What follows belongs to an exercise in optimizing a design on an open flow for small area, a short achievable clock period and few clock cycles; a production flow would make more cautious choices.
The RTL was checked by simulation tests, not by an equivalence proof against the original design.
Power is estimated from default activity; no workload was simulated.

Setup of v10:
Design request_queue_with_size_class_pool, start of the top module:
module request_queue_with_size_class_pool
(
    input  logic                                 clk,
    input  logic                                 rst_n,
    input  logic                                 s_tvalid,
    output logic                                 s_tready,
    input  logic [rqscp_pkg::S_TDATA_W-1:0]      s_tdata,
    input  logic [rqscp_pkg::S_TUSER_W-1:0]      s_tuser,
    output logic                                 m_tvalid,
    input  logic                                 m_tready,
    output logic [rqscp_pkg::M_TDATA_W-1:0]      m_tdata,
    output logic [rqscp_pkg::M_TUSER_W-1:0]      m_tuser,
    input  logic                                 cfg_we,
    input  logic [rqscp_pkg::CFG_ADDR_W-1:0]     cfg_addr,
    input  logic [rqscp_pkg::CFG_DATA_W-1:0]     cfg_wdata
);
Settings: LEC_CHECK=0, CAP_MARGIN=20, CORE_MARGIN=2, CORE_UTILIZATION=45, CTS_CLUSTER_DIAMETER=80, CTS_CLUSTER_SIZE=20, SETUP_SLACK_MARGIN=2.7, SLEW_MARGIN=20, SYNTH_HIERARCHICAL=1, SYNTH_MINIMUM_KEEP_SIZE=0; clock period 5.0 ns.
standard.sh (not shown) runs the stock make flow with config.mk's settings and CLKGATE_MAP_FILE= SYNTH_SCRIPT=/design/flow/synth_recipe.tcl, a recipe that flattens the netlist after the stock synthesis.
==> flow/flow/run.sh <==
#!/bin/bash
set -euo pipefail
bash standard.sh "BUFFER_PORTS_ARGS=-buffer_cell sky130_fd_sc_hd__buf_2" finish > standard_flow.log 2>&1
Testbench counts of v10, summed over its fixed seeds: cycles 12,016.
For v22, these inputs were changed with respect to v10:
# v10
export LEC_CHECK = 0
export CAP_MARGIN = 20
export CORE_MARGIN = 2
export CORE_UTILIZATION = 45
export CTS_CLUSTER_DIAMETER = 80
export CTS_CLUSTER_SIZE = 20
export SETUP_SLACK_MARGIN = 2.7
export SLEW_MARGIN = 20
export SYNTH_HIERARCHICAL = 1
export SYNTH_MINIMUM_KEEP_SIZE = 0
create_clock -name core_clock -period 5.0 [get_ports {clk}]
# v22
export LEC_CHECK = 0
export CAP_MARGIN = 20
export CORE_MARGIN = 2
export CORE_UTILIZATION = 40
export CTS_CLUSTER_DIAMETER = 80
export CTS_CLUSTER_SIZE = 20
export SETUP_SLACK_MARGIN = 2.75
export SLEW_MARGIN = 20
export SYNTH_HIERARCHICAL = 1
export SYNTH_MINIMUM_KEEP_SIZE = 0
create_clock -name core_clock -period 5.0 [get_ports {clk}]
==> notes.md <==
NOTE wire length v10->v22 increased by more than 10%
Looking at number of antenna violations at the first check in global routing, v22 sits 6 higher than v10 does.
The worst hold-check path type comes out register to register in one run and input pin to asynchronous set/reset pin in the other, namely in v22 and v10 respectively.
On number of cells upsized or downsized after cts: between v22 and v10, it ends up higher for v22.
Sequential fraction of total cell area came out lower on v22 than on v10.
Compared to v10, v22 has initial standard-cell utilization of the core 5.5 points lower.
A endpoint of the worst setup timing path of u_dpath.data_reg[1][72]$_DFF_P_ is what v10 shows, while u_dpath.data_reg[6][23]$_DFF_P_ belongs to v22.
Cmp v22 vs v10: slew at the pin closest to its max-slew limit higher in v22

========
Setup of run 4:
request_queue_with_size_class_pool again, from the RTL that the note above started with.
Settings: LEC_CHECK=0, CAP_MARGIN=20, CORE_MARGIN=2, CORE_UTILIZATION=50, CTS_CLUSTER_DIAMETER=80, CTS_CLUSTER_SIZE=20, SETUP_SLACK_MARGIN=2.6, SLEW_MARGIN=20, SYNTH_HIERARCHICAL=1, SYNTH_MINIMUM_KEEP_SIZE=0; clock period 5.0 ns.
Scripts as last shown in full above: flow/flow/run.sh
Run 4 did not stop at any stage, and its layout met the timing, design-rule and antenna checks.
Testbench counts of run 4, summed over its fixed seeds: cycles 12,016.
Modified inputs, run 1 compared to run 4
# run 4
export LEC_CHECK = 0
export CAP_MARGIN = 20
export CORE_MARGIN = 2
export CORE_UTILIZATION = 50
export CTS_CLUSTER_DIAMETER = 80
export CTS_CLUSTER_SIZE = 20
export SETUP_SLACK_MARGIN = 2.6
export SLEW_MARGIN = 20
export SYNTH_HIERARCHICAL = 1
export SYNTH_MINIMUM_KEEP_SIZE = 0
create_clock -name core_clock -period 5.0 [get_ports {clk}]
# run 1
export LEC_CHECK = 0
export CAP_MARGIN = 20
export CORE_MARGIN = 2
export CORE_UTILIZATION = 45
export CTS_CLUSTER_DIAMETER = 80
export CTS_CLUSTER_SIZE = 20
export SETUP_SLACK_MARGIN = 2.6
export SLEW_MARGIN = 20
export SYNTH_HIERARCHICAL = 1
export SYNTH_MINIMUM_KEEP_SIZE = 0
create_clock -name core_clock -period 5.0 [get_ports {clk}]
==> comparison <==
- Relative to run 4, sequential share of layout area has gone up in run 1.
- Going from run 4 to run 1, the relative contribution of the clock network to total power was found to have gone up by 1.6 points.
- Global-route wire length before repair of run 1 falls short of that of run 4 by a few percent.
- Run 1 vs run 4, final worst slack went up by 0.019 ns.
- Lower aggregate routed wire length goes to run 1 over run 4.
- Looking at class of the tightest hold or removal check, the in -> async result is from run 1; the reg -> reg one comes from run 4.
- In the tables for run 4 and run 1, total of fill cells in the finished design reads lower with run 4.
- Looking at worst setup path endpoint, the u_dpath.data_reg[4][52] result is from run 1; the u_dpath.data_reg[2][4] one comes from run 4.

what the ideal ports hide:
The flow's constraints put no driver on any port. The routed layouts listed below were extracted and timed again, unchanged, in two steps.
Step 1 (the two cells are an assumption about what drives the block):
set clk [get_ports {clk}]
set_driving_cell -lib_cell sky130_fd_sc_hd__clkbuf_16 $clk
set_driving_cell -lib_cell sky130_fd_sc_hd__buf_2 [delete_from_list [all_inputs] $clk]
Step 2 times the ports against the registers' clock, not the clock port: input delays grow and output delays shrink by t, the midpoint of the rising clock arrivals with the driver on.
Slacks: no drivers / after step 1 / after step 2; pairs: no drivers / after step 1.
run	shift t [ns]	setup WS [ns]	worst setup path at the end	cell pins on the clock port's net
v10	0.663	2.360 / 2.360 / 1.883	input to register	1
v22	0.689	2.312 / 2.312 / 1.751	input to register	1
run 4	0.654	2.493 / 2.493 / 1.892	input to register	1
run 1	0.659	2.511 / 2.487 / 1.956	input to register	1
After both steps setup and hold are still met in every run listed. For run 4, which loses most, drivers alone change the setup slack by 0.000 ns; drivers and shift together by -0.601 ns.
